From an optimization exercise on the open Yosys and OpenROAD flow, aimed at small area, a short achievable clock period and few clock cycles per item; shortcuts taken in it are not production practice. Where RTL was checked, it was by simulation tests only, not by an equivalence proof against the original. Function not checked in runs 3 and 4: the RTL went through the layout flow alone. Power figures rest on the tool's default switching activity, not on a simulated workload.

### flow/config.mk
export PLATFORM = sky130hd
export DESIGN_NAME = data_mem_ctrl
export DESIGN_NICKNAME = data_mem_ctrl
export VERILOG_FILES = /design/flow/design.v
export SDC_FILE = /design/flow/constraint.sdc
export NUM_CORES = 4
export LEC_CHECK = 0
export CAP_MARGIN = 20
export CORE_MARGIN = 2
export CORE_UTILIZATION = 40
export SLEW_MARGIN = 20
### flow/constraint.sdc
create_clock -name core_clock -period 5.0 [get_ports {clk}]
set_input_delay 1.0000 -clock core_clock [delete_from_list [all_inputs] [get_ports {clk}]]
set_output_delay 1.0000 -clock core_clock [all_outputs]
set_load 0.01 [all_outputs]
### flow/design.v
module data_mem_ctrl #(
   parameter int ADDR_WIDTH = 6
) (
   input  logic        clk,
   input  logic        reset_n,
   input  logic        req_valid,
   output logic        req_ready,
   input  logic        req_we,
   input  logic [2:0]  req_funct3,
   input  logic [31:0] req_addr,
   input  logic [31:0] req_wdata,
   output logic        rsp_valid,
   input  logic        rsp_ready,
   output logic [31:0] rsp_rdata,
   output logic        rsp_err
);
   localparam int DEPTH = 1 << ADDR_WIDTH;
   logic [31:0] mem [DEPTH];
   logic                  req_fire;
   logic                  f3_legal;
   logic                  misaligned;
   logic                  out_of_range;
   logic                  acc_err;
   logic [ADDR_WIDTH-1:0] word_idx;
   logic [31:0]           wr_data;
   logic [3:0]            wr_be;
   logic                  mem_we;
   assign req_fire = req_valid && req_ready;
   assign word_idx = req_addr[ADDR_WIDTH+1:2];
   always_comb begin
      out_of_range = |req_addr[31:ADDR_WIDTH+2];
      if (req_we) begin
         f3_legal = (req_funct3 == 3'b000) || (req_funct3 == 3'b001) ||
                    (req_funct3 == 3'b010);
      end else begin
         f3_legal = (req_funct3 == 3'b000) || (req_funct3 == 3'b001) ||
                    (req_funct3 == 3'b010) || (req_funct3 == 3'b100) ||
                    (req_funct3 == 3'b101);
      end
      case (req_funct3[1:0])
         2'b01:   misaligned = req_addr[0];
         2'b10:   misaligned = |req_addr[1:0];
         default: misaligned = 1'b0;
      endcase
      acc_err = !f3_legal || misaligned || out_of_range;
   end
   always_comb begin
      case (req_funct3[1:0])
         2'b00: begin
            wr_data = {4{req_wdata[7:0]}};
            wr_be   = 4'b0001 << req_addr[1:0];
         end
         2'b01: begin
            wr_data = {2{req_wdata[15:0]}};
            wr_be   = req_addr[1] ? 4'b1100 : 4'b0011;
         end
         default: begin
            wr_data = req_wdata;
            wr_be   = 4'b1111;
         end
      endcase
      mem_we = req_fire && req_we && !acc_err;
   end
   always_ff @(posedge clk) begin
      if (mem_we) begin
         for (int i = 0; i < 4; i++) begin
            if (wr_be[i]) begin
               mem[word_idx][8*i +: 8] <= wr_data[8*i +: 8];
            end
         end
      end
   end
   logic                  s1_v;
   logic                  s1_ld;       
   logic                  s1_err;
   logic [2:0]            s1_f3;
   logic [1:0]            s1_off;
   logic [ADDR_WIDTH-1:0] s1_idx;
   logic [31:0]           rd_word;
   logic [15:0]           ld_half;
   logic [31:0]           ld_data;
   logic [31:0]           s1_rdata;
   assign rd_word = mem[s1_idx];
   always_comb begin
      ld_half = 16'(rd_word >> {s1_off, 3'b000});
      case (s1_f3)
         3'b000:  ld_data = {{24{ld_half[7]}}, ld_half[7:0]};
         3'b001:  ld_data = {{16{ld_half[15]}}, ld_half};
         3'b010:  ld_data = rd_word;
         3'b100:  ld_data = {24'd0, ld_half[7:0]};
         3'b101:  ld_data = {16'd0, ld_half};
         default: ld_data = 32'd0;
      endcase
      s1_rdata = s1_ld ? ld_data : 32'd0;
   end
   logic        hd_v, sk_v;
   logic [31:0] hd_rdata, sk_rdata;
   logic        hd_err, sk_err;
   logic        rsp_fire;
   logic        hd_free;       
   logic        s1_go;         
   logic        s1_v_d, hd_v_d, sk_v_d;
   assign rsp_fire = hd_v && rsp_ready;
   assign hd_free  = !hd_v || rsp_ready;
   assign s1_go    = s1_v && (hd_free || !sk_v);
   always_comb begin
      s1_v_d = req_fire || (s1_v && !s1_go);
      if (hd_free) begin
         hd_v_d = sk_v || s1_v;
         sk_v_d = sk_v && s1_v;
      end else begin
         hd_v_d = 1'b1;
         sk_v_d = sk_v || s1_v;
      end
   end
   always_ff @(posedge clk or negedge reset_n) begin
      if (!reset_n) begin
         s1_v      <= 1'b0;
         hd_v      <= 1'b0;
         sk_v      <= 1'b0;
         req_ready <= 1'b0;
      end else begin
         s1_v      <= s1_v_d;
         hd_v      <= hd_v_d;
         sk_v      <= sk_v_d;
         req_ready <= !(s1_v_d && hd_v_d && sk_v_d);
      end
   end
   always_ff @(posedge clk) begin
      if (req_fire) begin
         s1_ld  <= !req_we && !acc_err;
         s1_err <= acc_err;
         s1_f3  <= req_funct3;
         s1_off <= req_addr[1:0];
         s1_idx <= word_idx;
      end
      if (hd_free) begin
         if (sk_v) begin
            hd_rdata <= sk_rdata;
            hd_err   <= sk_err;
         end else begin
            hd_rdata <= s1_rdata;
            hd_err   <= s1_err;
         end
      end
      if (hd_free ? sk_v : !sk_v) begin
         sk_rdata <= s1_rdata;
         sk_err   <= s1_err;
      end
   end
   assign rsp_valid = hd_v;
   assign rsp_rdata = hd_rdata;
   assign rsp_err   = hd_err;
endmodule
### flow/run.sh
#!/bin/bash
# synth_recipe.tcl (not shown) runs the flow's synth.tcl, then flattens the netlist and writes it again
# the make line also repeats each setting of config.mk as NAME=value (left out here)
make -C /OpenROAD-flow-scripts/flow DESIGN_CONFIG=/design/flow/config.mk WORK_HOME=/design/flow/orfs CLKGATE_MAP_FILE= SYNTH_SCRIPT=/design/flow/synth_recipe.tcl finish
==> results.toml, run 1 <==
[run_status]
status = "finished clean"

[layout]
final_common_cell = "edfxtp_1"
drive_above_1_share_pct = 28.3
layout_common_cells = "edfxtp_1, mux4_2, buf_4"
finalNetCount = 4547
postLayoutCellArea_um2 = 97600
fin_util_pct = 47.0
area_growth_syn_to_layout_pct = 16.6
fillers = 16950

[clocking]
cts_buffer_depth = 3
cts_setup_buffers = 0
cts_htree_levels = 4
cts_root_buf = "clkbuf_16"
cts_buffers = 202
cts_hold_buf = 0
cts_sinks = 2137
path_clk_slew_ps = 70
cts_resized = 0
clk_latency_ps = 860
cts_tree = "built"

[sta]
hold_viol_final = 0
rsz0062_at_grt = "false"
slew_headroom_pct = 23.0
finalSetupViolations = 0
fmax_mhz = 222
finClkSkew_ps = 31.9
worst_slew_pin_slew_ps = 1140
timing.final.crit_share_pct = 90.2
drv_slew = 0
setup_ws_ps = 490
min_period_ps = 4510

[setup_path]
required_ps = 5590
worst-path-max-fanout = 27
arrival_ps = 5100
worstSetupPathType = "reg -> reg"
endpoint_kind = "flip-flop"
critPathLaunchType = "flip-flop"

[synth]
synth_cells = 3994
synth.distinct_cells = 60
ys_ff_latch = 2137
yosys_warnings = 1
synth.cell_area_um2 = 83700
syn-num-nets = 4070
synth-seq-area-share_pct = 76.6
syn_area_per_cell_um2 = 21.0
ys.flop_type = "edfxtp_1"
async_flop_share_pct = 0.187
synth_edf_count = 2127

[floorplanning]
initial_core_util_pct = 40.3
dieArea_um2 = 213000
die_y_um = 461
die_x_um = 461
ioPinCount = 107
coreArea_um2 = 207000
num_rows = 167

[grt]
grt_pass1_wl_um = 344000
track_usage_pct = 23.2
overflow = 0
grt_pass1_vias = 42395
antenna_found_initial = 20
grt_start_max_net_pins = 65

[flow_run]
max_cap_violations = 0

[placed_design]
dp_hpwl_um = 167000
dp_slack_ps = 7.90
placed_area_um2 = 90700
io_buffers = 106
place_congestion = 0.905

[power_and_ir_drop]
switching_share_pct = 25.0
power_mw = 42.3
p_leak_nw = 30.8
pwr-share-seq_pct = 48.1
peakVddDrop_uv = 415
p_comb_share_pct = 14.0
p_per_area_nw_per_um2 = 433
pwr-share-clk_pct = 37.9
power.internal_mw = 31.7
p_switching_mw = 10.5

[drt]
firstDrtPassIters = 11
avgViaCountPerCell = 5.89
postRouteAntennaNets = 0
wire_per_inst_um = 33.2
wirelength_um = 247000
drc_errors = 0
via_count = 43858
drt-initial-drc-count = 6697

[min_path]
holdCritPathClass = "in -> async"
[through the flow]
step	TNS (ps)	instances	hold slack [ps]
after CTS	0	7431	276
after global routing	0	7438	310
final	0	7441	336
after detailed placement	0	7055	460
after global placement	0	7055	450
after floorplan	-32530	3994	422
[path summary, 6_finish.rpt]
check | end | slack, ps | cells after the start
min reg2reg | flip-flop | 480 | 1
max | hd_rdata[2] | 490 | 10
max reg2reg | hd_rdata[2] | 490 | 10
min in group core_clock | flip-flop | 480 | 1
max in group asynchronous | s1_v | 4500 | 1
min | req_ready | 340 | 1
[per-layer routing]
| metal | up-vias | track usage [%] | wire, µm |
|---|---|---|---|
| li1 | 17573 | - | - |
| met1 | 23174 | 32.9 | 98900 |
| met2 | 2665 | 35.4 | 113000 |
| met3 | 430 | 5.03 | 24400 |
| met4 | 16 | 8.51 | 9920 |
| met5 | - | 0 | 91 |
[state kept, by name, indices dropped and copies added (netlist names), named ones only]
| name | count |
|---|---|
| mem | 2048 |
| hd_rdata | 32 |
| sk_rdata | 32 |
| s1_idx | 6 |
| s1_f3 | 3 |
| s1_off | 2 |
| hd_err | 1 |
| hd_v | 1 |
| req_ready | 1 |
| s1_err | 1 |
| s1_ld | 1 |
| s1_v | 1 |
| sk_err | 1 |
| sk_v | 1 |
[synth_stat cells, types with 6 or more instances]
cell type | number | area, µm²
a22o_1 | 11 | 96.3
mux4_2 | 548 | 12300
nor4_1 | 15 | 93.8
clkbuf_1 | 96 | 360
nor3_1 | 14 | 70.1
nor3b_1 | 7 | 52.6
a21oi_1 | 59 | 295
inv_1 | 15 | 56.3
o22ai_1 | 21 | 131
a31oi_1 | 25 | 156
nand3_1 | 13 | 65.1
nor2b_1 | 13 | 81.3
a221oi_1 | 10 | 87.6
buf_2 | 70 | 350
edfxtp_1 | 2127 | 63900
a22oi_1 | 62 | 465
nand2_1 | 194 | 728
o221ai_1 | 9 | 78.8
buf_6 | 10 | 113
mux2i_1 | 125 | 1250
o21ai_0 | 53 | 265
dfxtp_1 | 6 | 120
nor2_1 | 317 | 1190
nand2b_1 | 9 | 56.3
a211oi_1 | 10 | 75.1
and2_1 | 7 | 43.8
buf_4 | 32 | 240
buf_1 | 20 | 75.1
mux2_2 | 17 | 191
[logic make-up (layout without fill, tap and decap cells)]
family / Yosys count / count (layout) / synth area share, %
AOI/OAI and AO/OA: 306 / 306 / 2.45
adders and majority gates: 5 / 5 / 0.0717
buffers and inverters: 246 / 895 / 1.44
DFF: 2137 / 2137 / 76.6
muxes: 690 / 690 / 16.5
other: 0 / 10 / 0
and+or+nand+nor: 610 / 610 / 3.01
[cell type report]
cell class                      count  area (µm²)  share of cell area [%]
Antenna cell                       10        25.0                  0.0256
Clock buffer                      240        5260                    5.39
Clock inverter                    136        1660                    1.70
Inverter                           18        75.1                  0.0769
Multi-Input combinational cell   1611       18600                    19.1
Sequential cell                  2137       64100                    65.7
Tap cell                         2788        3490                    3.57
Timing Repair Buffer              501        4370                    4.48
[worst max-delay path: stages (launching register included)]
cell and delay, ps:
dfxtp_4 530, buf_12 320, buf_12 290, mux4_2 590
mux4_2 500, mux2_2 350, a21oi_1 540, o21ai_0 230
a311oi_1 480, buf_4 200, o21ai_0 80
[power by group through the flow]
stage / clock [mW] / sequential [mW] / combinational (mW)
global route: 16.9 / 20.3 / 6.13
floorplan: 0 / 20.7 / 3.34
CTS: 16.2 / 20.3 / 5.90
global placement: 0 / 20.7 / 5.87
detailed placement: 0 / 20.7 / 5.89
finish: 16.0 / 20.3 / 5.91
Testbench counts, summed over its fixed seeds: cycles 12,016, items 12,000.
==> run 2: changes to the inputs <==
--- a/flow/config.mk
+++ b/flow/config.mk
@@ -7,5 +7,7 @@
 export LEC_CHECK = 0
+export ABC_CLOCK_PERIOD_IN_PS = 2400
 export CAP_MARGIN = 20
 export CORE_MARGIN = 2
-export CORE_UTILIZATION = 40
+export CORE_UTILIZATION = 55
+export SETUP_SLACK_MARGIN = 2.6
 export SLEW_MARGIN = 20
==> results.toml, run 2 <==
[run_status]
status = "finished clean"

[synth]
synth_top_area_share_pct = 76.3
synth.distinct_cells = 60
yosys_warnings = 1
ys_top_cells_by_count = "edfxtp_1, mux4_2, nor2_1"
ys.flop_type = "edfxtp_1"
synth_cells = 3994
synth.cell_area_um2 = 83700
yosysMostFrequentCell = "edfxtp_1"
ys_ff_latch = 2137
synth_edf_count = 2127
synthTopCellsByArea = "edfxtp_1, mux4_2, mux2i_1"
synth_top_area_cell = "edfxtp_1"
synth-seq-area-share_pct = 76.6
async_flop_share_pct = 0.187
syn-num-nets = 4070
syn_area_per_cell_um2 = 21.0

[sta]
drv_slew = 0
hold-worst-slack_ps = 364
fmax_mhz = 262
finClkSkew_ps = 21.9
worst_slew_pin_slew_ps = 1050
min_period_ps = 3810
slew_headroom_pct = 29.9
rsz0062_at_grt = "true"
hold_viol_final = 0
timing.final.crit_share_pct = 76.3
finalSetupViolations = 0
fin_setup_tns_ps = 0

[floorplanning]
num_rows = 143
coreArea_um2 = 152000
die_y_um = 394
dieArea_um2 = 155000
ioPinCount = 107
die_x_um = 394
initial_core_util_pct = 55.2

[drt]
postRouteAntennaNets = 0
firstDrtPassIters = 7
via_count = 47340
avgViaCountPerCell = 6.71
drt-initial-drc-count = 7393
drc_errors = 0
wire_per_inst_um = 39.0
wirelength_um = 275000

[layout]
fillers = 9248
largestRegisters = "mem: 2048 flops, hd_rdata: 32 flops, sk_rdata: 32 flops"
final_common_cell = "edfxtp_1"
drive_above_1_share_pct = 44.1
layout_common_cells = "edfxtp_1, mux4_2, buf_6"
regMostFlops = "mem"
area_growth_syn_to_layout_pct = 27.2
largest_reg_flops = 2048
fin_util_pct = 70.3
finalNetCount = 4927

[grt]
track_usage_pct = 35.0
overflow = 0
grt_pass1_vias = 45753
antenna_found_initial = 12
grt_start_max_net_pins = 67
grt_pass1_wl_um = 372000

[min_path]
holdCritPathClass = "in -> async"

[placed_design]
io_buffers = 106
place_congestion = 0.957
dp_hpwl_um = 163000

[setup_path]
worst-path-max-fanout = 6
crit_slowest_cell = "nor4_2"
arrival_ps = 4410
critPathLaunchType = "flip-flop"
required_ps = 5590
crit_path_frequent_cell = "buf_4"
worstSetupPathType = "reg -> reg"
endpoint_kind = "flip-flop"
cpPeakStageDelay_ps = 430
cp_cell_sequence = "buf_4, buf_12, buf_8, and2_2, buf_4, a22oi_1, nand2_1, o22ai_1, nor4_2, nor4_1, buf_4, a311oi_2, buf_4, buf_8, o211ai_1, a22o_1"
crit_family = "simple AND/OR/NAND/NOR gates"
path_buf_inv = 7

[power_and_ir_drop]
p_leak_nw = 34.5
power_mw = 42.8
peakVddDrop_uv = 411
p_per_area_nw_per_um2 = 402

[clocking]
cts_tree = "built"
cts_sinks = 2137
path_clk_slew_ps = 70
cts_htree_levels = 4
cts_buffers = 205
cts_buffer_depth = 3
clk_latency_ps = 850
cts_root_buf = "clkbuf_16"

[flow_run]
max_cap_violations = 0
==> run 2: area by class of cell <==
class	count	area, µm²	share of cell area (%)
antenna	6	15.0	0.0141
clock buffer	253	5370	5.05
clock inverter	122	1010	0.948
inverter	18	83.8	0.0787
multi-input combinational	1630	22300	21.0
sequential	2137	64100	60.2
tap	2030	2540	2.38
timing repair buffer	859	11000	10.3
==> run 2: report_power, final <==
part | switching [mW] | total (mW) | internal, mW
sequential | 0.107 | 20.3 | 20.1
combinational | 4.45 | 7.59 | 3.14
clock | 6.67 | 15.0 | 8.33
==> run 2: metrics by stage <==
stage,setup WS [ps],instances,area [µm²]
after global placement,270,6306,90000
final,1190,7055,107000
after CTS,1410,6962,105000
after floorplan,1710,3994,84100
after global routing,1240,7049,106000
after detailed placement,189,6309,90100
==> run 2: kinds of logic after synthesis <==
| group | count (synthesis) | share of synthesized area [%] |
|---|---|---|
| muxes | 690 | 16.5 |
| and+or+nand+nor | 610 | 3.01 |
| adders and majority gates | 5 | 0.0717 |
| buffers and inverters | 246 | 1.44 |
| AOI/OAI and AO/OA | 306 | 2.45 |
| DFF | 2137 | 76.6 |
==> run 2: worst paths after layout <==
path,from,to,slack [ps],depth (start not counted)
max,flip-flop,hd_rdata[15],1190,16
min,reset_n,hd_v,360,1
max reg2reg,flip-flop,hd_rdata[15],1190,16
min reg2reg,s1_idx[5],flip-flop,470,1
max in group asynchronous,reset_n,req_ready,4480,1
min in group core_clock,s1_idx[5],flip-flop,470,1
==> run 2: layer usage <==
layer / vias up / wire (µm) / GRT usage, %
met2: 3377 / 119000 / 49.4
met3: 668 / 37500 / 11.1
met4: 12 / 15400 / 15.8
li1: 18454 / - / -
met5: - / 191 / 0
met1: 24829 / 103000 / 50.5
==> run 2: what timing repair did <==
action                                  in CTS  in global routing
buffers inserted                           218                 71
resized for setup                         1349                241
endpoints found under the setup margin    3493               3138
pin swaps                                  288                 81
hold buffers                                 0                  0
hold endpoints to repair                     0                  0
gates cloned                                60                 16
==> run 3: changes to the inputs <==
--- a/flow/design.v
+++ b/flow/design.v
@@ -82,3 +82,9 @@
    logic [31:0]           s1_rdata;
-   assign rd_word = mem[s1_idx];
+   logic [DEPTH-1:0] s1_sel;
+   always_comb begin
+      rd_word = 32'd0;
+      for (int w = 0; w < DEPTH; w++) begin
+         rd_word = rd_word | (mem[w] & {32{s1_sel[w]}});
+      end
+   end
    always_comb begin
@@ -135,2 +141,3 @@
          s1_idx <= word_idx;
+         for (int w = 0; w < DEPTH; w++) s1_sel[w] <= (word_idx == ADDR_WIDTH'(w));
       end
==> results.toml, run 3 <==
[layout]
fillers = 8851
area_growth_syn_to_layout_pct = 29.5
largest_reg_flops = 2048
regMostFlops = "mem"
layout_common_cells = "edfxtp_1, a22o_1, a221oi_1"
final_common_cell = "edfxtp_1"
drive_above_1_share_pct = 34.2
largestRegisters = "mem: 2048 flops, s1_sel: 64 flops"
finalNetCount = 5253
fin_util_pct = 71.6

[sta]
hold_viol_final = 0
finClkSkew_ps = 26.3
slew_headroom_pct = 33.4
min_period_ps = 3470
timing.final.crit_share_pct = 69.4
fmax_mhz = 288
drv_slew = 0
rsz0062_at_grt = "true"
worst_slew_pin_slew_ps = 999
fin_setup_tns_ps = 0
setup_ws_ps = 1530
finalSetupViolations = 0

[synth]
synth.distinct_cells = 50
ys.flop_type = "edfxtp_1"
synth_cells = 4310
yosys_warnings = 1
ys_top_cells_by_count = "edfxtp_1, a22o_1, a221oi_1"
synth_top_area_share_pct = 81.6
synth_top_area_cell = "edfxtp_1"
syn_area_per_cell_um2 = 18.6
ys_ff_latch = 2189
async_flop_share_pct = 0.183
syn-num-nets = 4386
synth-seq-area-share_pct = 81.8
synthTopCellsByArea = "edfxtp_1, a22o_1, a221oi_1"
synth.cell_area_um2 = 80400
yosysMostFrequentCell = "edfxtp_1"
synth_edf_count = 2185

[drt]
drt-initial-drc-count = 11618
postRouteAntennaNets = 0
avgViaCountPerCell = 7.58
firstDrtPassIters = 9
via_count = 55188
wirelength_um = 352000
drc_errors = 0
wire_per_inst_um = 48.3

[floorplanning]
dieArea_um2 = 149000
num_rows = 140
initial_core_util_pct = 55.3
coreArea_um2 = 145000
die_x_um = 386
die_y_um = 386
ioPinCount = 107

[placed_design]
dp_slack_ps = 582
dp_hpwl_um = 217000
place_congestion = 0.990
io_buffers = 106

[grt]
grt_pass1_wl_um = 457000
overflow = 0
grt_pass1_vias = 51008
grt_use_met1_pct = 60.4
top_usage_layer = "met2"
track_usage_pct = 46.7
met3_usage_pct = 19.9
antenna_found_initial = 16
grt_start_max_net_pins = 65
grt_use_met2_pct = 63.7

[power_and_ir_drop]
peakVddDrop_uv = 309
p_leak_nw = 34.7
power_mw = 41.7
p_per_area_nw_per_um2 = 400

[setup_path]
worst-path-max-fanout = 31
required_ps = 5600
rr_worst_depth = 9
cpPeakStageDelay_ps = 620
endpoint_kind = "flip-flop"
arrival_ps = 4070
worstSetupPathType = "reg -> reg"
critPathLaunchType = "flip-flop"
crit_path_frequent_cell = "mux2_4"
cp_cell_sequence = "buf_8, a22o_1, a221oi_2, nand4_1, or4_4, mux2_4, nand3_4, a31oi_4, mux2_4"
crit_slowest_cell = "or4_4"

[clocking]
clk_latency_ps = 870
cts_tree = "built"
cts_htree_levels = 4
cts_root_buf = "clkbuf_16"
cts_hold_buf = 0
cts_sinks = 2189
cts_buffer_depth = 3
cts_buffers = 213
path_clk_slew_ps = 70

[run_status]
status = "finished clean"

[flow_run]
max_cap_violations = 0

[min_path]
whs_path_depth = 1
holdCritPathClass = "in -> reg"
run 3: critical path: cells and delay by family, from the launching register on:
family | cells | cell delay, ps
AO/OA/AOI/OAI | 3 | 870
buffers and inverters | 1 | 200
flip-flops | 1 | 420
multiplexers | 2 | 620
AND/OR/NAND/NOR | 3 | 890
run 3: final cells by class:
class                      instances  area [µm²]  share of cell area (%)
inverter                          75         305                   0.293
antenna                            6        15.0                  0.0144
tap                             1917        2400                    2.30
clock inverter                   148        1260                    1.21
clock buffer                     248        5460                    5.25
sequential                      2189       65700                    63.1
timing repair buffer             895       11000                    10.6
multi-input combinational       1803       17900                    17.2
run 3: where the power goes:
part | internal (mW) | total (mW) | switching (mW)
clock | 8.70 | 15.8 | 7.11
combinational | 1.49 | 5.02 | 3.52
sequential | 20.7 | 20.8 | 0.134
total | 30.9 | 41.7 | 10.8
run 3: routing by layer:
layer | vias up | part of all wire [%]
met2 | 6107 | 41
li1 | 20050 | -
met3 | 1451 | 18
met4 | 22 | 9.3
met5 | - | 0.17
met1 | 27558 | 32
run 3: kinds of logic (layout without fill, tap and decap cells):
kind of cell	Yosys count	after routing	share of synthesized area, %
other	0	6	0
buffers and inverters	320	1366	1.92
adders and majority gates	5	5	0.0747
and+or+nand+nor	647	648	3.78
muxes	20	20	0.276
DFF	2189	2189	81.8
AOI/OAI and AO/OA	1129	1130	12.2
run 3: final timing paths:
check	slack (ps)	from	endpoint
setup / recovery	1530	s1_sel[49]	hd_rdata[6]
hold / removal	340	req_funct3[0]	s1_f3[0]
min in group asynchronous	350	reset_n	hd_v
hold reg to reg	520	s1_v	hd_v
max in group asynchronous	4480	reset_n	req_ready
setup reg to reg	1530	s1_sel[49]	hd_rdata[6]
run 3: repair_timing:
action | 4_1_cts | 5_1_grt
resized for setup | 1712 | 228
endpoints found under the setup margin | 3688 | 2421
setup buffers | 212 | 63
pin swaps | 320 | 90
cloned | 38 | 5
run 3: per-stage QoR:
stage / cells / area (µm²) / hold slack, ps
2_1_floorplan: 4310 / 80700 / 422
3_3_place_gp: 6560 / 86600 / 492
3_5_place_dp: 6560 / 86600 / 493
4_1_cts: 7206 / 102000 / 319
5_1_grt: 7276 / 104000 / 337
6_report: 7281 / 104000 / 338
==> run 4: changes to the inputs <==
--- a/flow/design.v
+++ b/flow/design.v
@@ -72,13 +72,12 @@
    end
-   logic                  s1_v;
-   logic                  s1_ld;       
-   logic                  s1_err;
-   logic [2:0]            s1_f3;
-   logic [1:0]            s1_off;
-   logic [ADDR_WIDTH-1:0] s1_idx;
-   logic [31:0]           rd_word;
-   logic [15:0]           ld_half;
-   logic [31:0]           ld_data;
-   logic [31:0]           s1_rdata;
+   logic        s1_v, s2_v, hd_v, sk_v;
+   logic        s1_go, s2_go, hd_free;
+   logic        s1_v_d, s2_v_d, hd_v_d, sk_v_d;
+   logic        rsp_fire;
+   logic             s1_ld;        
+   logic             s1_err;
+   logic [2:0]       s1_f3;
+   logic [1:0]       s1_off;
    logic [DEPTH-1:0] s1_sel;
+   logic [31:0]      rd_word;
    always_comb begin
@@ -89,8 +88,16 @@
    end
+   logic        s2_ld;
+   logic        s2_err;
+   logic [2:0]  s2_f3;
+   logic [1:0]  s2_off;
+   logic [31:0] s2_word;
+   logic [15:0] ld_half;
+   logic [31:0] ld_data;
+   logic [31:0] s2_rdata;
    always_comb begin
-      ld_half = 16'(rd_word >> {s1_off, 3'b000});
-      case (s1_f3)
+      ld_half = 16'(s2_word >> {s2_off, 3'b000});
+      case (s2_f3)
          3'b000:  ld_data = {{24{ld_half[7]}}, ld_half[7:0]};
          3'b001:  ld_data = {{16{ld_half[15]}}, ld_half};
-         3'b010:  ld_data = rd_word;
+         3'b010:  ld_data = s2_word;
          3'b100:  ld_data = {24'd0, ld_half[7:0]};
@@ -99,22 +106,19 @@
       endcase
-      s1_rdata = s1_ld ? ld_data : 32'd0;
+      s2_rdata = s2_ld ? ld_data : 32'd0;
    end
-   logic        hd_v, sk_v;
    logic [31:0] hd_rdata, sk_rdata;
    logic        hd_err, sk_err;
-   logic        rsp_fire;
-   logic        hd_free;       
-   logic        s1_go;         
-   logic        s1_v_d, hd_v_d, sk_v_d;
    assign rsp_fire = hd_v && rsp_ready;
    assign hd_free  = !hd_v || rsp_ready;
-   assign s1_go    = s1_v && (hd_free || !sk_v);
+   assign s2_go    = s2_v && (hd_free || !sk_v);
+   assign s1_go    = s1_v && (!s2_v || s2_go);
    always_comb begin
       s1_v_d = req_fire || (s1_v && !s1_go);
+      s2_v_d = s1_go || (s2_v && !s2_go);
       if (hd_free) begin
-         hd_v_d = sk_v || s1_v;
-         sk_v_d = sk_v && s1_v;
+         hd_v_d = sk_v || s2_v;
+         sk_v_d = sk_v && s2_v;
       end else begin
          hd_v_d = 1'b1;
-         sk_v_d = sk_v || s1_v;
+         sk_v_d = sk_v || s2_v;
       end
@@ -124,2 +128,3 @@
          s1_v      <= 1'b0;
+         s2_v      <= 1'b0;
          hd_v      <= 1'b0;
@@ -129,5 +134,6 @@
          s1_v      <= s1_v_d;
+         s2_v      <= s2_v_d;
          hd_v      <= hd_v_d;
          sk_v      <= sk_v_d;
-         req_ready <= !(s1_v_d && hd_v_d && sk_v_d);
+         req_ready <= !(s1_v_d && s2_v_d && hd_v_d && sk_v_d);
       end
@@ -140,4 +146,12 @@
          s1_off <= req_addr[1:0];
-         s1_idx <= word_idx;
-         for (int w = 0; w < DEPTH; w++) s1_sel[w] <= (word_idx == ADDR_WIDTH'(w));
+         for (int w = 0; w < DEPTH; w++) begin
+            s1_sel[w] <= (word_idx == ADDR_WIDTH'(w));
+         end
+      end
+      if (s1_go) begin
+         s2_ld   <= s1_ld;
+         s2_err  <= s1_err;
+         s2_f3   <= s1_f3;
+         s2_off  <= s1_off;
+         s2_word <= rd_word;
       end
@@ -148,4 +162,4 @@
          end else begin
-            hd_rdata <= s1_rdata;
-            hd_err   <= s1_err;
+            hd_rdata <= s2_rdata;
+            hd_err   <= s2_err;
          end
@@ -153,4 +167,4 @@
       if (hd_free ? sk_v : !sk_v) begin
-         sk_rdata <= s1_rdata;
-         sk_err   <= s1_err;
+         sk_rdata <= s2_rdata;
+         sk_err   <= s2_err;
       end
==> results.toml, run 4 <==
[sta]
min_period_ps = 2870
finClkSkew_ps = 31.0
rsz0062_at_grt = "true"
finalSetupViolations = 0
fin_setup_tns_ps = 0
timing.final.crit_share_pct = 57.3
drv_slew = 0
slew_headroom_pct = 32.2
worst_slew_pin_slew_ps = 1020
hold_viol_final = 0
fmax_mhz = 349

[run_status]
status = "finished clean"

[floorplanning]
initial_core_util_pct = 55.5
coreArea_um2 = 148000
num_rows = 141
die_x_um = 391
die_y_um = 391
dieArea_um2 = 153000
ioPinCount = 107

[layout]
largestRegisters = "mem: 2048 flops, s1_sel: 64 flops"
regMostFlops = "mem"
finalNetCount = 5376
largest_reg_flops = 2048
seq_area_um2 = 66900
final_common_cell = "edfxtp_1"
postLayoutCellArea_um2 = 109000
drive_above_1_share_pct = 35.5
multi_input_area_um2 = 20000
layout_common_cells = "edfxtp_1, a22o_1, buf_4"
fillers = 8425
area_growth_syn_to_layout_pct = 32.3

[placed_design]
dp_hpwl_um = 225000
placed_area_um2 = 88800
place_congestion = 1.02
io_buffers = 106

[flow_run]
max_cap_violations = 0

[drt]
via_count = 57902
drt-initial-drc-count = 12307
firstDrtPassIters = 8
wire_per_inst_um = 49.6
drc_errors = 0
avgViaCountPerCell = 7.80
wirelength_um = 368000
postRouteAntennaNets = 0

[synth]
synth-seq-area-share_pct = 81.4
yosys_warnings = 1
ys_ff_latch = 2229
yosysMostFrequentCell = "edfxtp_1"
synth_top_area_cell = "edfxtp_1"
synthTopCellsByArea = "edfxtp_1, a221oi_1, a22o_1"
synth_edf_count = 2224
synth.distinct_cells = 49
ys.flop_type = "edfxtp_1"
syn-num-nets = 4475
synth_top_area_share_pct = 81.2
syn_area_per_cell_um2 = 18.7
async_flop_share_pct = 0.224
synth_cells = 4399
synth.cell_area_um2 = 82200
ys_top_cells_by_count = "edfxtp_1, a221oi_1, a22o_1"

[grt]
track_usage_pct = 47.3
grt_start_max_net_pins = 65
antenna_found_initial = 28
grt_pass1_vias = 52375
overflow = 0
grt_pass1_wl_um = 474000

[clocking]
cts_tree = "built"
cts_root_buf = "clkbuf_16"
cts_htree_levels = 4
cts_buffer_depth = 3
cts_sinks = 2229
cts_buffers = 215
path_clk_slew_ps = 60
clk_latency_ps = 880

[setup_path]
cp_cell_sequence = "buf_6, or4_4, a2111oi_4, nand4_4, buf_12, buf_12, buf_16, buf_12, buf_12, nor3_4, buf_6"
endpoint_kind = "flip-flop"
crit_slowest_cell = "or4_4"
required_ps = 5580
path_buf_inv = 7
cpPeakStageDelay_ps = 560
critPathLaunchType = "input port"
worst-path-max-fanout = 8
arrival_ps = 3440
crit_family = "buffers and inverters"
rrSetupSlack_ps = 2220
worstSetupPathType = "in -> reg"
crit_path_frequent_cell = "buf_12"

[min_path]
holdCritPathClass = "in -> async"

[power_and_ir_drop]
p_per_area_nw_per_um2 = 396
p_leak_nw = 36.7
peakVddDrop_uv = 400
-- run 4: worst reg2reg max path: stages, from the launching register on --
cell and delay (ps):
edfxtp_1 490, buf_12 250, a22o_1 300, a221oi_4 380, nand4_1 340, or4_4 710
-- run 4: kinds of logic (layout without fill, tap and decap cells) --
group / Yosys count / after routing / synth area share [%]
buffers and inverters: 359 / 1441 / 1.87
DFF: 2229 / 2229 / 81.4
and+or+nand+nor: 650 / 650 / 4.53
adders and majority gates: 5 / 5 / 0.0731
muxes: 18 / 18 / 0.338
AOI/OAI and AO/OA: 1138 / 1138 / 11.8
other: 0 / 12 / 0
-- run 4: what timing repair did --
item,4_1_cts,5_1_grt
resized for setup,1288,325
endpoints found under the setup margin,3658,2190
gates cloned,28,9
hold endpoints to repair,0,0
pin swaps,325,186
buffers inserted,347,95
hold buffers,0,0
-- run 4: path summary, 6_finish.rpt --
check                         endpoint         from  cells past startpoint
max                          mem[0][8]  req_addr[9]                     11
min                               s2_v      reset_n                      1
max reg2reg                s2_word[14]   s1_sel[23]                      5
min reg2reg                  s2_off[0]    s1_off[0]                      0
max in group asynchronous         sk_v      reset_n                      1
min in group core_clock      s2_off[0]    s1_off[0]                      0
-- run 4: cell type report --
class | instances | share of cell area, %
sequential | 2229 | 61.5
multi-input combinational | 1811 | 18.3
timing repair buffer | 965 | 11.4
clock buffer | 268 | 5.15
tap | 1930 | 2.22
clock inverter | 130 | 1.11
inverter | 78 | 0.289
antenna | 12 | 0.0276
-- run 4: where the power goes --
part | internal, mW | total [mW] | switching [mW]
logic | 1.69 | 5.59 | 3.90
registers | 21.2 | 21.3 | 0.149
clock network | 8.93 | 16.2 | 7.26
total | 31.8 | 43.1 | 11.3
-- run 4: through the flow --
stage          hold slack, ps  utilization, %  setup slack (ps)  total power, mW  std cells
4_1_cts                   358            71.6              2210             42.2       7307
6_report                  368            73.5              2130             43.1       7423
2_1_floorplan             400               -              1550             23.6       4399
3_5_place_dp              406            60.0               327             26.0       6534
3_3_place_gp              414            59.9               284             26.0       6529
5_1_grt                   392            73.5              2100             43.7       7412
-- run 4: per-layer routing --
| metal | global-route usage [%] | vias to the layer above | routed length (µm) |
|---|---|---|---|
| li1 | - | 20713 | - |
| met1 | 61.1 | 28722 | 115000 |
| met2 | 64.6 | 6733 | 149000 |
| met3 | 21.2 | 1703 | 70500 |
| met4 | 30.8 | 31 | 32800 |
| met5 | 1.21 | - | 510 |
==> run 5: changes to the inputs <==
--- a/flow/design.v
+++ b/flow/design.v
@@ -61,9 +61,15 @@
       endcase
-      mem_we = req_fire && req_we && !acc_err;
+      mem_we = req_we && !acc_err;
    end
+   logic             s1_we;        
+   logic [3:0]       s1_be;
+   logic [31:0]      s1_wdata;
+   logic [DEPTH-1:0] s1_sel;
    always_ff @(posedge clk) begin
-      if (mem_we) begin
-         for (int i = 0; i < 4; i++) begin
-            if (wr_be[i]) begin
-               mem[word_idx][8*i +: 8] <= wr_data[8*i +: 8];
+      for (int w = 0; w < DEPTH; w++) begin
+         if (s1_v && s1_we && s1_sel[w]) begin
+            for (int i = 0; i < 4; i++) begin
+               if (s1_be[i]) begin
+                  mem[w][8*i +: 8] <= s1_wdata[8*i +: 8];
+               end
             end
@@ -80,3 +86,2 @@
    logic [1:0]       s1_off;
-   logic [DEPTH-1:0] s1_sel;
    logic [31:0]      rd_word;
@@ -146,2 +151,5 @@
          s1_off <= req_addr[1:0];
+         s1_we  <= mem_we;
+         s1_be  <= wr_be;
+         s1_wdata <= wr_data;
          for (int w = 0; w < DEPTH; w++) begin
--- a/flow/config.mk
+++ b/flow/config.mk
@@ -7,3 +7,2 @@
 export LEC_CHECK = 0
-export ABC_CLOCK_PERIOD_IN_PS = 2400
 export CAP_MARGIN = 20
@@ -11,2 +10,4 @@
 export CORE_UTILIZATION = 55
+export CTS_CLUSTER_DIAMETER = 80
+export CTS_CLUSTER_SIZE = 25
 export SETUP_SLACK_MARGIN = 2.6
==> results.toml, run 5 <==
[placed_design]
placed_area_um2 = 87300
dp_hpwl_um = 191000
dp.cells = 6402
place_congestion = 0.932
io_buffers = 106

[synth]
async_flop_share_pct = 0.221
syn-num-nets = 4464
synth_top_area_cell = "edfxtp_1"
synth_top_area_share_pct = 81.0
synth_cells = 4388
syn_area_per_cell_um2 = 19.1
ys_top_cells_by_count = "edfxtp_1, a22o_1, a221oi_1"
synthTopCellsByArea = "edfxtp_1, a22o_1, a221oi_1"
ys_ff_latch = 2266
ys.flop_type = "edfxtp_1"
yosys_warnings = 2
synth-seq-area-share_pct = 81.1
yosysMostFrequentCell = "edfxtp_1"
synth.cell_area_um2 = 83800
synth_edf_count = 2261
synth.distinct_cells = 45

[floorplanning]
initial_core_util_pct = 55.3
die_x_um = 394
die_y_um = 394
num_rows = 143
ioPinCount = 107
dieArea_um2 = 156000
coreArea_um2 = 152000

[clocking]
cts_root_buf = "clkbuf_16"
cts_sinks = 2266
cts_buffer_depth = 3
path_clk_slew_ps = 90
cts_hold_buf = 0
cts_tree = "built"
cts_buffers = 112
cts_htree_levels = 3
clk_latency_ps = 790

[sta]
worst_slew_pin_slew_ps = 1040
finClkSkew_ps = 38.3
min_period_ps = 2650
rsz0062_at_grt = "true"
slew_headroom_pct = 30.5
timing.final.crit_share_pct = 53.0
fin_setup_tns_ps = 0
hold-worst-slack_ps = 422
finalSetupViolations = 0
drv_slew = 0
fmax_mhz = 378
hold_viol_final = 0

[power_and_ir_drop]
switching_share_pct = 27.6
power.internal_mw = 28.9
p_comb_share_pct = 16.0
pwr-share-clk_pct = 27.3
p_switching_mw = 11.0
p_leak_nw = 30.9
pwr-share-seq_pct = 56.7
peakVddDrop_uv = 372
p_per_area_nw_per_um2 = 414

[setup_path]
cp_cell_sequence = "buf_12, buf_16, buf_6, a221oi_2, nand4_1, or4_1"
arrival_ps = 3170
crit_family = "simple AND/OR/NAND/NOR gates"
rrSetupSlack_ps = 2350
path_buf_inv = 3
required_ps = 5520
endpoint_kind = "flip-flop"
worstSetupPathType = "reg -> reg"
cpPeakStageDelay_ps = 570
critPathLaunchType = "flip-flop"
worst-path-max-fanout = 7
crit_slowest_cell = "or4_1"

[drt]
firstDrtPassIters = 6
drt-initial-drc-count = 9572
wirelength_um = 323000
drc_errors = 0
postRouteAntennaNets = 0
wire_per_inst_um = 47.3
via_count = 51486
avgViaCountPerCell = 7.53

[layout]
finalNetCount = 4800
regMostFlops = "mem"
postLayoutCellArea_um2 = 96400
fin_cells = 6833
final_common_cell = "edfxtp_1"
area_growth_syn_to_layout_pct = 15.0
layout_common_cells = "edfxtp_1, a22o_1, buf_4"
drive_above_1_share_pct = 22.9
largest_reg_flops = 2048
largestRegisters = "mem: 2048 flops, s1_sel: 64 flops"

[run_status]
status = "finished clean"

[grt]
grt_pass1_vias = 46451
overflow = 0
grt_pass1_wl_um = 421000
antenna_found_initial = 20
track_usage_pct = 40.6
grt_start_max_net_pins = 97

[min_path]
holdCritPathClass = "in -> async"

[flow_run]
max_cap_violations = 0
run 5: cell count changes after synthesis, moves of 8 or more:
cell / previous run / this run
nor3_2: 64 / 0
edfxtp_1: 2224 / 2261
inv_1: 77 / 13
nor3_1: 199 / 1
mux2_2: 8 / 16
and2_1: 2 / 264
clkbuf_1: 241 / 123
buf_2: 2 / 83
buf_6: 23 / 88
nand2_1: 142 / 66
nor2_1: 21 / 72
run 5: cell families after synthesis:
logic type	Yosys count	synth area share, %
AOI/OAI and AO/OA	1128	11.5
adders and majority gates	5	0.0716
buffers and inverters	332	2.43
DFF	2266	81.1
muxes	26	0.454
and+or+nand+nor	631	4.37
run 5: path summary, 6_finish.rpt:
| kind | from | endpoint | cells past startpoint |
|---|---|---|---|
| worst max-delay path | s1_sel[47] | s2_word[3] | 6 |
| worst min-delay path | reset_n | hd_v | 1 |
| worst max register to register | s1_sel[47] | s2_word[3] | 6 |
| worst min register to register | s1_off[0] | s2_off[0] | 0 |
| max in group asynchronous | reset_n | s1_v | 1 |
| min in group core_clock | s1_off[0] | s2_off[0] | 0 |
run 5: timing repair:
action,in CTS,in global routing
setup buffers,156,65
resized for setup,568,221
pin swaps,78,74
setup endpoints to repair,1648,285
gates cloned,11,6
run 5: power groups by stage:
stage	sequential [mW]	combinational, mW	clock [mW]
floorplan	23.3	2.21	0
global placement	23.2	4.90	0
detailed placement	23.2	4.94	0
CTS	22.6	5.79	10.8
global route	22.7	6.38	11.4
finish	22.6	6.38	10.9
run 5: metrics by stage:
stage | worst slack [ps] | utilization [%] | power, mW
final | 2350 | 63.5 | 39.9
after global routing | 2420 | 63.5 | 40.5
after CTS | 2440 | 62.4 | 39.2
after detailed placement | 1350 | 57.5 | 28.2
after global placement | 1360 | 57.5 | 28.1
after floorplan | 2630 | - | 25.5
run 5: per-layer routing:
layer | vias up | part of all wire (%) | GRT usage [%]
met5 | - | 0.018 | 0
met4 | 8 | 6.2 | 20.7
met3 | 819 | 16 | 11.8
met2 | 4763 | 44 | 59.2
met1 | 26722 | 34 | 56.2
li1 | 19174 | - | -
run 5: layout make-up:
class                      instances  area [µm²]
multi-input combinational       1790       16200
timing repair buffer             541        5980
antenna                           15        37.5
sequential                      2266       68000
inverter                          13        48.8
tap                             2030        2540
fill                           10686       55300
clock buffer                     118        2860
clock inverter                    60         689
run 5: worst register-to-register path, delay by kind of cell (launching register included):
| kind | cells | cell delay, ps |
|---|---|---|
| AOI/OAI and AO/OA | 1 | 260 |
| DFF | 1 | 510 |
| and+or+nand+nor | 2 | 1010 |
| buffers and inverters | 3 | 600 |
Testbench counts of run 5, summed over its fixed seeds: cycles 12,024, items 12,000.
==> run 6: changes to the inputs <==
--- a/flow/design.v
+++ b/flow/design.v
@@ -63,4 +63,3 @@
    end
-   logic             s1_we;        
-   logic [3:0]       s1_be;
+   logic [3:0]       s1_lane;
    logic [31:0]      s1_wdata;
@@ -69,7 +68,5 @@
       for (int w = 0; w < DEPTH; w++) begin
-         if (s1_v && s1_we && s1_sel[w]) begin
-            for (int i = 0; i < 4; i++) begin
-               if (s1_be[i]) begin
-                  mem[w][8*i +: 8] <= s1_wdata[8*i +: 8];
-               end
+         for (int i = 0; i < 4; i++) begin
+            if (s1_sel[w] && s1_lane[i]) begin
+               mem[w][8*i +: 8] <= s1_wdata[8*i +: 8];
             end
@@ -86,7 +83,9 @@
    logic [1:0]       s1_off;
-   logic [31:0]      rd_word;
+   logic [31:0]      rd_lo, rd_hi;
    always_comb begin
-      rd_word = 32'd0;
-      for (int w = 0; w < DEPTH; w++) begin
-         rd_word = rd_word | (mem[w] & {32{s1_sel[w]}});
+      rd_lo = 32'd0;
+      rd_hi = 32'd0;
+      for (int w = 0; w < DEPTH/2; w++) begin
+         rd_lo = rd_lo | (mem[w] & {32{s1_sel[w]}});
+         rd_hi = rd_hi | (mem[w+DEPTH/2] & {32{s1_sel[w+DEPTH/2]}});
       end
@@ -97,2 +96,3 @@
    logic [1:0]  s2_off;
+   logic [31:0] s2_lo, s2_hi;
    logic [31:0] s2_word;
@@ -102,2 +102,3 @@
    always_comb begin
+      s2_word = s2_lo | s2_hi;
       ld_half = 16'(s2_word >> {s2_off, 3'b000});
@@ -133,2 +134,3 @@
          s1_v      <= 1'b0;
+         s1_lane   <= 4'd0;
          s2_v      <= 1'b0;
@@ -139,2 +141,7 @@
          s1_v      <= s1_v_d;
+         if (req_fire) begin
+            s1_lane <= mem_we ? wr_be : 4'd0;
+         end else if (s1_go || !s1_v) begin
+            s1_lane <= 4'd0;
+         end
          s2_v      <= s2_v_d;
@@ -151,4 +158,2 @@
          s1_off <= req_addr[1:0];
-         s1_we  <= mem_we;
-         s1_be  <= wr_be;
          s1_wdata <= wr_data;
@@ -163,13 +168,11 @@
          s2_off  <= s1_off;
-         s2_word <= rd_word;
+         s2_lo   <= rd_lo;
+         s2_hi   <= rd_hi;
       end
-      if (hd_free) begin
-         if (sk_v) begin
-            hd_rdata <= sk_rdata;
-            hd_err   <= sk_err;
-         end else begin
-            hd_rdata <= s2_rdata;
-            hd_err   <= s2_err;
-         end
-      end
+      hd_rdata <= ({32{hd_free &&  sk_v}} & sk_rdata) |
+                  ({32{hd_free && !sk_v}} & s2_rdata) |
+                  ({32{!hd_free}}         & hd_rdata);
+      hd_err   <= (hd_free &&  sk_v && sk_err) ||
+                  (hd_free && !sk_v && s2_err) ||
+                  (!hd_free && hd_err);
       if (hd_free ? sk_v : !sk_v) begin
--- a/flow/config.mk
+++ b/flow/config.mk
@@ -12,3 +12,3 @@
 export CTS_CLUSTER_SIZE = 25
-export SETUP_SLACK_MARGIN = 2.6
+export SETUP_SLACK_MARGIN = 2.8
 export SLEW_MARGIN = 20
==> results.toml, run 6 <==
[power_and_ir_drop]
peakVddDrop_uv = 331
p_per_area_nw_per_um2 = 401
p_leak_nw = 28.6

[clocking]
cts_htree_levels = 3
path_clk_slew_ps = 100
cts_sinks = 2297
cts_buffers = 108
cts_root_buf = "clkbuf_16"
cts_buffer_depth = 3
clk_latency_ps = 770
cts_tree = "built"

[setup_path]
path_buf_inv = 1
required_ps = 4000
critPathLaunchType = "flip-flop"
crit_family = "flip-flops"
rrSetupSlack_ps = 2750
cpPeakStageDelay_ps = 400
cp_cell_sequence = "buf_2"
setup.worst_path.start = "hd_v"
worstSetupPathType = "reg -> out"
crit_slowest_cell = "dfrtp_1"
reg2reg_from = "s1_sel[35]"
endpoint_kind = "output pin"
arrival_ps = 1310
worst-path-max-fanout = 2

[sta]
worst_slew_pin_slew_ps = 926
hold-worst-slack_ps = 486
timing.final.crit_share_pct = 46.3
finalSetupViolations = 0
slew_headroom_pct = 38.3
finClkSkew_ps = 36.9
fmax_mhz = 432
hold_viol_final = 0
drv_slew = 0
rsz0062_at_grt = "true"
min_period_ps = 2310
fin_setup_tns_ps = 0
setup_ws_ps = 2690

[synth]
synth.distinct_cells = 48
synth-seq-area-share_pct = 81.9
synthTopCellsByArea = "edfxtp_1, a22oi_1, and2_1"
ys.flop_type = "edfxtp_1"
synth.cell_area_um2 = 83800
yosysMostFrequentCell = "edfxtp_1"
ys_ff_latch = 2297
syn_area_per_cell_um2 = 18.1
synth_cells = 4624
async_flop_share_pct = 0.392
synth_top_area_cell = "edfxtp_1"
synth_top_area_share_pct = 80.9
synth_edf_count = 2255
yosys_warnings = 2
ys_top_cells_by_count = "edfxtp_1, a22oi_1, clkbuf_1"
syn-num-nets = 4702

[drt]
drc_errors = 0
postRouteAntennaNets = 0
firstDrtPassIters = 7
met3RoutedLength_um = 29700
drt-initial-drc-count = 6855
via_count = 48453
avgViaCountPerCell = 7.05
wire_per_inst_um = 38.2
wirelength_um = 263000
drt-met1-wl_um = 102000
dr.max_layer_used = "met5"
dr_wl_met2_um = 122000

[layout]
layout_common_cells = "edfxtp_1, a22oi_1, nand4_1"
fin_cells = 6869
largest_reg_flops = 2048
regMostFlops = "mem"
fillers = 10952
final_common_cell = "edfxtp_1"
largestRegisters = "mem: 2048 flops, s1_sel: 64 flops"
finalNetCount = 4859
drive_above_1_share_pct = 14.4
area_growth_syn_to_layout_pct = 11.0

[floorplanning]
initial_core_util_pct = 55.3
num_rows = 143
coreArea_um2 = 152000
ioPinCount = 107
die_y_um = 394
dieArea_um2 = 155000
die_x_um = 394

[min_path]
hp-start = "s2_err"
holdCritPathClass = "reg -> reg"

[flow_run]
max_cap_violations = 0

[grt]
grt_pass1_wl_um = 359000
grt_pass1_vias = 45259
track_usage_pct = 33.0
antenna_found_initial = 15
overflow = 0
grt_start_max_net_pins = 84

[placed_design]
dp.cells = 6571
dp_hpwl_um = 155000
dp_slack_ps = 1570
io_buffers = 106
place_congestion = 0.888

[run_status]
status = "finished clean"
[run 6: cell count changes after synthesis, sizes merged, moves of 18 or more]
cell    delta
o21ai     +30
buf      -174
nand4    +128
or4       +29
nor2      +51
clkbuf   +175
a22oi   +1054
a22o     -519
a221oi   -519
nand2     -25
a21oi     -36
dfxtp     +33
nor2b     -18
[run 6: layer usage]
layer,global-route usage (%),vias up
li1,-,19367
met1,48.2,25395
met2,51.3,3203
met3,5.97,470
met4,9.74,18
met5,0,-
[run 6: final cells by class]
cell class / instances / area, µm² / share of cell area [%]
Clock buffer: 124 / 2870 / 3.09
Sequential cell: 2297 / 68700 / 73.9
Antenna cell: 7 / 17.5 / 0.0188
Timing Repair Buffer: 366 / 3820 / 4.11
Timing Repair inverter: 1 / 5.00 / 0.00539
Multi-Input combinational cell: 1997 / 14500 / 15.7
Tap cell: 2030 / 2540 / 2.73
Clock inverter: 37 / 418 / 0.450
Inverter: 10 / 48.8 / 0.0525
[run 6: report_power, final]
group          total (mW)  internal (mW)  leakage, nW  switching, mW
Clock                10.4           4.42         1.60           5.98
Sequential           22.3           22.0         20.6          0.296
Combinational        4.60           1.41         6.36           3.18
Total                37.3           27.8         28.6           9.46
[run 6: final timing paths]
check                        endpoint  depth (start not counted)
min in group asynchronous        sk_v                          1
max in group asynchronous  s1_lane[2]                          1
max reg2reg                 s2_hi[23]                          4
min reg2reg                    sk_err                          0
min                            sk_err                          0
max                         rsp_valid                          1
[run 6: cell families after synthesis]
family	Yosys count	share of synthesized area, %
DFF	2297	81.9
AOI/OAI and AO/OA	1175	10.6
and+or+nand+nor	799	5.61
buffers and inverters	330	1.52
muxes	15	0.296
adders and majority gates	8	0.114
[run 6: through the flow]
stage	util (%)	total power, mW	cell area (µm²)
after detailed placement	57.7	26.6	87400
final	61.3	37.3	92900
after floorplan	-	24.6	84100
after global placement	57.7	26.6	87400
after global routing	61.3	38.1	92900
after CTS	60.9	37.0	92400
[run 6: what timing repair did]
item,CTS,global route
pin swaps,25,32
endpoints found under the setup margin,1281,445
hold endpoints to repair,0,0
hold buffers,0,0
setup buffers,104,18
cloned,2,6
resized for setup,367,100
Testbench counts of run 6, summed over its fixed seeds: cycles 12,024, items 12,000.
==> run 7: changes to the inputs <==
--- a/flow/config.mk
+++ b/flow/config.mk
@@ -9,3 +9,3 @@
 export CORE_MARGIN = 2
-export CORE_UTILIZATION = 55
+export CORE_UTILIZATION = 65
 export CTS_CLUSTER_DIAMETER = 80
==> results.toml, run 7 <==
[run_status]
status = "finished clean"

[power_and_ir_drop]
p_leak_nw = 28.6
peakVddDrop_uv = 382
p_per_area_nw_per_um2 = 396

[setup_path]
arrival_ps = 2830
worst-path-max-fanout = 10
rr_worst_depth = 5
timing.critical_path.to = "s2_lo[1]"
critPathLaunchType = "flip-flop"
required_ps = 5480
reg2reg_from = "s1_sel[23]"
worstSetupPathType = "reg -> reg"
rrSetupSlack_ps = 2650
setup.worst_path.start = "s1_sel[23]"
rr_endpoint = "s2_lo[1]"
endpoint_kind = "flip-flop"

[synth]
synth_edf_count = 2255
ys_top_cells_by_count = "edfxtp_1, a22oi_1, clkbuf_1"
synth_top_area_cell = "edfxtp_1"
syn_area_per_cell_um2 = 18.1
synth.distinct_cells = 48
yosys_warnings = 2
async_flop_share_pct = 0.392
yosysMostFrequentCell = "edfxtp_1"
syn-num-nets = 4702
ys.flop_type = "edfxtp_1"
synth_cells = 4624
ys_ff_latch = 2297
synth-seq-area-share_pct = 81.9
synth.cell_area_um2 = 83800
synth_top_area_share_pct = 80.9
synthTopCellsByArea = "edfxtp_1, a22oi_1, and2_1"

[clocking]
cts_sinks = 2297
cts_htree_levels = 3
path_clk_slew_ps = 100
cts_buffers = 104
cts_hold_buf = 0
cts_buffer_depth = 3
clk_latency_ps = 770
cts_root_buf = "clkbuf_16"
cts_tree = "built"

[floorplanning]
die_x_um = 363
dieArea_um2 = 132000
ioPinCount = 107
num_rows = 131
die_y_um = 363
coreArea_um2 = 128000
initial_core_util_pct = 65.6

[flow_run]
max_cap_violations = 0

[sta]
drv_slew = 0
timing.final.crit_share_pct = 47.0
min_period_ps = 2350
fin_setup_tns_ps = 0
rsz0062_at_grt = "true"
finClkSkew_ps = 31.3
hold_viol_final = 0
finalSetupViolations = 0
fmax_mhz = 426
slew_headroom_pct = 40.9
worst_slew_pin_slew_ps = 886

[grt]
met3_usage_pct = 8.24
grt_pass1_vias = 45146
grt_use_met1_pct = 57.1
antenna_found_initial = 14
top_usage_layer = "met2"
grt_start_max_net_pins = 72
overflow = 0
grt_pass1_wl_um = 353000
grt_use_met2_pct = 58.4
track_usage_pct = 38.8

[drt]
wirelength_um = 259000
drt-initial-drc-count = 8742
wire_per_inst_um = 39.8
drc_errors = 0
via_count = 48986
postRouteAntennaNets = 0
avgViaCountPerCell = 7.54
firstDrtPassIters = 6

[min_path]
holdCritPathClass = "reg -> reg"

[layout]
largest_reg_flops = 2048
layout_common_cells = "edfxtp_1, a22oi_1, nand4_1"
drive_above_1_share_pct = 15.0
final_common_cell = "edfxtp_1"
finalNetCount = 4863
regMostFlops = "mem"
fin_util_pct = 72.5
area_growth_syn_to_layout_pct = 10.6
largestRegisters = "mem: 2048 flops, s1_sel: 64 flops"

[placed_design]
dp_hpwl_um = 149000
io_buffers = 106
place_congestion = 0.903
-- run 7: cell counts after synthesis --
No cell type changed its count.
-- run 7: metal layers --
metal | wire length (µm) | up-vias | part of all wire, %
met5 | 85 | - | 0.033
met4 | 11300 | 12 | 4.4
met3 | 36700 | 552 | 14
met2 | 117000 | 4002 | 45
met1 | 93500 | 25048 | 36
li1 | - | 19372 | -
-- run 7: layout make-up --
cell class                      count  area [µm²]
Clock buffer                      124        2680
Fill cell                        7782       35100
Timing Repair inverter              1        7.51
Timing Repair Buffer              373        4080
Sequential cell                  2297       68700
Inverter                           10        48.8
Clock inverter                     21         213
Tap cell                         1662        2080
Antenna cell                       11        27.5
Multi-Input combinational cell   1998       14800
-- run 7: how the worst min path moves through the flow --
| stage | from | depth (start not counted) | end |
|---|---|---|---|
| 5_1_grt | s2_err | 0 | sk_err |
| 4_1_cts | s2_err | 0 | sk_err |
| 3_5_place_dp | s2_err | 0 | sk_err |
| 3_3_place_gp | s2_err | 0 | sk_err |
| 2_1_floorplan | s1_err | 0 | s2_err |
| 6_report | s2_err | 0 | sk_err |
-- run 7: logic make-up after synthesis --
| family | count (synthesis) | share of synthesized area [%] |
|---|---|---|
| multiplexers | 15 | 0.296 |
| AO/OA/AOI/OAI | 1175 | 10.6 |
| flip-flops | 2297 | 81.9 |
| adder cells (fa/ha/maj) | 8 | 0.114 |
| buffers and inverters | 330 | 1.52 |
| AND/OR/NAND/NOR | 799 | 5.61 |
-- run 7: worst max-delay path: stages, from the launching register on --
cell      delay (ps)
edfxtp_1         550
buf_6            190
buf_12           140
a22oi_2          140
nand4_1          340
or4_4            700
-- run 7: timing repair --
item                       in CTS  in global routing
cloned                         10                  8
pin swaps                      21                 63
setup endpoints to repair    1105                530
buffers inserted               92                 38
gates resized for setup       385                161
-- run 7: report_power, final --
| group | internal [mW] | switching (mW) | total (mW) |
|---|---|---|---|
| Combinational | 1.48 | 3.26 | 4.74 |
| Clock | 3.90 | 5.79 | 9.69 |
| Sequential | 22.0 | 0.280 | 22.3 |
-- run 7: stage by stage --
step | area, µm² | instances | power (mW) | hold slack (ps) | setup slack (ps)
floorplan | 84100 | 4624 | 24.6 | 400 | 1800
global placement | 86800 | 6191 | 26.5 | 444 | 1670
detailed placement | 86900 | 6193 | 26.5 | 443 | 1630
CTS | 91500 | 6440 | 36.3 | 468 | 2600
global route | 92600 | 6486 | 37.4 | 473 | 2670
finish | 92600 | 6497 | 36.7 | 464 | 2650
==> run 8: changes to the inputs <==
--- a/flow/design.v
+++ b/flow/design.v
@@ -66,2 +66,19 @@
    logic [DEPTH-1:0] s1_sel;
+   logic [7:0] mem_d [DEPTH][4];
+   for (genvar w = 0; w < DEPTH; w++) begin : g_word
+      for (genvar i = 0; i < 4; i++) begin : g_lane
+         logic we, we_n;
+         assign we   = s1_sel[w] && s1_lane[i];
+         assign we_n = !we;
+         for (genvar b = 0; b < 8; b++) begin : g_bit
+            dmem_bit_next u_next (
+               .we   (we),
+               .we_n (we_n),
+               .wd   (s1_wdata[8*i+b]),
+               .q    (mem[w][8*i+b]),
+               .d    (mem_d[w][i][b])
+            );
+         end
+      end
+   end
    always_ff @(posedge clk) begin
@@ -69,5 +86,3 @@
          for (int i = 0; i < 4; i++) begin
-            if (s1_sel[w] && s1_lane[i]) begin
-               mem[w][8*i +: 8] <= s1_wdata[8*i +: 8];
-            end
+            mem[w][8*i +: 8] <= mem_d[w][i];
          end
@@ -186 +201,10 @@
 endmodule
+module dmem_bit_next (
+   input  logic we,
+   input  logic we_n,
+   input  logic wd,
+   input  logic q,
+   output logic d
+);
+   assign d = (we & wd) | (we_n & q);
+endmodule
--- a/flow/config.mk
+++ b/flow/config.mk
@@ -9,3 +9,3 @@
 export CORE_MARGIN = 2
-export CORE_UTILIZATION = 65
+export CORE_UTILIZATION = 55
 export CTS_CLUSTER_DIAMETER = 80
@@ -14 +14,3 @@
 export SLEW_MARGIN = 20
+export SYNTH_HIERARCHICAL = 1
+export SYNTH_MINIMUM_KEEP_SIZE = 0
==> results.toml, run 8 <==
[run_status]
status = "finished clean"

[synth]
async_flop_share_pct = 0.392
synth.distinct_cells = 40
syn_area_per_cell_um2 = 11.7
ys_top_cells_by_count = "dfxtp_1, a22o_1, a22oi_1"
synth-seq-area-share_pct = 59.2
synthSimpleGateAreaFrac_pct = 5.14
synth-xor-area-share_pct = 0
yosysMostFrequentCell = "dfxtp_1"
synthTopCellsByArea = "dfxtp_1, a22o_1, a22oi_1"
ys_ff_latch = 2297
synth-compound-area-share_pct = 32.7
yosys_warnings = 10
synth_top_area_cell = "dfxtp_1"
synth.cell_area_um2 = 81300
synth_cells = 6955
synth_top_area_share_pct = 51.3
muxShareOfSynthArea_pct = 0.139
synth_adder_area_share_pct = 0.117
ys.flop_type = "dfxtp_1"
synth_top_family_by_area = "compound AO/OA/AOI/OAI gates"
syn-num-nets = 7033
synth_edf_count = 207

[setup_path]
required_ps = 5500
worstSetupPathType = "reg -> reg"
worst-path-max-fanout = 8
endpoint_kind = "flip-flop"
arrival_ps = 2870
critPathLaunchType = "flip-flop"

[drt]
via_count = 66877
avgViaCountPerCell = 7.36
postRouteAntennaNets = 0
wire_per_inst_um = 34.3
wirelength_um = 312000
drt-initial-drc-count = 9217
drc_errors = 0
firstDrtPassIters = 8

[sta]
fin_setup_tns_ps = 0
worst_slew_pin_slew_ps = 1170
fmax_mhz = 421
hold_viol_final = 0
rsz0062_at_grt = "true"
timing.final.crit_share_pct = 47.5
drv_slew = 0
min_period_ps = 2370
slew_headroom_pct = 22.1
finClkSkew_ps = 33.8
finalSetupViolations = 0

[grt]
grt_use_met1_pct = 57.6
grt_pass1_vias = 61382
track_usage_pct = 39.3
overflow = 0
grt_use_met2_pct = 56.6
met3_usage_pct = 8.55
grt_start_max_net_pins = 86
top_usage_layer = "met1"
antenna_found_initial = 14
grt_pass1_wl_um = 445000

[min_path]
holdCritPathClass = "reg -> reg"

[clocking]
path_clk_slew_ps = 100
cts_buffers = 111
cts_buffer_depth = 3
cts_htree_levels = 3
clk_latency_ps = 790
cts_sinks = 2297
cts_tree = "built"
cts_root_buf = "clkbuf_16"

[layout]
final_common_cell = "a22o_1"
area_growth_syn_to_layout_pct = 11.6
largest_reg_flops = 2048
regMostFlops = "mem"
drive_above_1_share_pct = 10.2
layout_common_cells = "a22o_1, dfxtp_1, a22oi_1"
finalNetCount = 7156
fin_cells = 9088
largestRegisters = "mem: 2048 flops, s1_sel: 64 flops"

[placed_design]
dp_hpwl_um = 200000
place_congestion = 0.948
dp.cells = 8803
io_buffers = 106

[power_and_ir_drop]
peakVddDrop_uv = 272
p_per_area_nw_per_um2 = 381
p_leak_nw = 35.2

[floorplanning]
ioPinCount = 107
num_rows = 141
die_x_um = 388
die_y_um = 388
dieArea_um2 = 151000
initial_core_util_pct = 55.2
coreArea_um2 = 147000

[flow_run]
max_cap_violations = 0
==> run 8: cell count changes after synthesis, sizes merged, moves of 16 or more <==
| cell | delta |
|---|---|
| inv | +253 |
| edfxtp | -2048 |
| a22o | +2053 |
| nor2 | +40 |
| nand2 | +252 |
| o211ai | -16 |
| dfxtp | +2048 |
| and2 | -255 |
==> run 8: where the power goes <==
group | switching, mW | internal, mW | leakage (nW)
logic | 3.01 | 1.03 | 14.5
clock network | 6.23 | 4.69 | 1.71
registers | 0.409 | 19.2 | 18.9
total | 9.65 | 24.9 | 35.2
==> run 8: per-layer routing <==
metal | part of all wire [%] | vias up
li1 | - | 28211
met1 | 42 | 33572
met2 | 42 | 4476
met3 | 12 | 606
met4 | 4.1 | 12
met5 | 0.024 | -
==> run 8: final cells by class <==
type	count	area, µm²
Fill cell	12005	56600
Sequential cell	2297	48200
Multi-Input combinational cell	4074	32200
Timing Repair Buffer	331	3410
Clock buffer	146	3030
Tap cell	1930	2410
Inverter	263	1030
Clock inverter	39	490
Antenna cell	8	20.0
==> run 8: metrics by stage <==
stage	power, mW	util [%]	setup WS (ps)	hold slack, ps	cell area [µm²]
6_report	34.6	61.6	2630	479	90700
5_1_grt	35.3	61.6	2600	487	90700
4_1_cts	34.3	60.9	2600	480	89700
3_5_place_dp	23.4	57.5	1570	453	84700
3_3_place_gp	23.4	57.5	1600	452	84700
2_1_floorplan	21.4	-	1890	400	81400
==> run 8: worst paths after layout <==
path / depth (start not counted) / endpoint / startpoint / slack, ps
min: 1 / mem[1][22] / mem[1][22] / 480
min in group asynchronous: 1 / s1_lane[2] / reset_n / 700
min reg2reg: 1 / mem[1][22] / mem[1][22] / 480
max: 6 / sk_rdata[23] / s2_lo[31] / 2630
max in group asynchronous: 1 / s1_lane[1] / reset_n / 3680
max reg2reg: 6 / sk_rdata[23] / s2_lo[31] / 2630
==> run 8: repair_timing <==
item | 4_1_cts | 5_1_grt
endpoints found under the setup margin | 739 | 219
pin swaps | 12 | 65
resized for setup | 378 | 177
buffers inserted | 66 | 21
hold buffers | 0 | 0
gates cloned | 1 | 4
==> run 8: cells by family after synthesis <==
kind of cell | Yosys count
and+or+nand+nor | 842
buffers and inverters | 584
muxes | 9
DFF | 2297
AOI/OAI and AO/OA | 3215
adders and majority gates | 8
==> run 8: modules after synthesis, one instance, submodules excluded <==
module	cell area, µm²	flops+latches	times used	cells
data_mem_ctrl	63300	2297	1	4907
dmem_bit_next	8.76	0	2048	1
==> run 8: worst max-delay path, stage by stage (launching register included) <==
cell and delay [ps]:
edfxtp_1 570, or2_4 320, a222oi_1 540, o22ai_4 190, clkbuf_16 240, a31oi_4 180, nor2_1 60
Testbench counts of run 8, summed over its fixed seeds: cycles 12,024, items 12,000.

==> re-timing with driven ports <==
Ports are ideal in the flow. The routed layouts listed here were re-timed in OpenROAD.
Step 1 assumes that a clkbuf_16 drives the clock port and a buf_2 every other input.
Step 2 adds t to the input delays and takes it off the output delays; t is the mean of the earliest and latest rising clock arrival at the registers after step 1. Input paths then give back, and output paths get back, about the clock's delay inside the block.
a / b / c = ideal / step 1 / step 2; a / b = the first two.
run | t, ns | setup WS [ns] | pins driven straight from the clock port
run 1 | 0.941 | 0.490 / 0.490 / 0.036 | 1
run 2 | 0.925 | 1.185 / 1.185 / 0.898 | 1
run 3 | 0.945 | 1.529 / 1.529 / 1.341 | 1
run 4 | 0.945 | 2.135 / 2.181 / 1.236 | 1
run 5 | 0.859 | 2.352 / 2.352 / 1.848 | 1
run 6 | 0.849 | 2.687 / 2.596 / 2.076 | 1
run 7 | 0.833 | 2.650 / 2.633 / 2.091 | 1
run 8 | 0.861 | 2.627 / 2.534 / 2.039 | 1
After both steps every run listed still meets setup and hold. The setup slack of run 4, which loses most, moves by +0.046 ns with the drivers and by -0.899 ns with both steps.
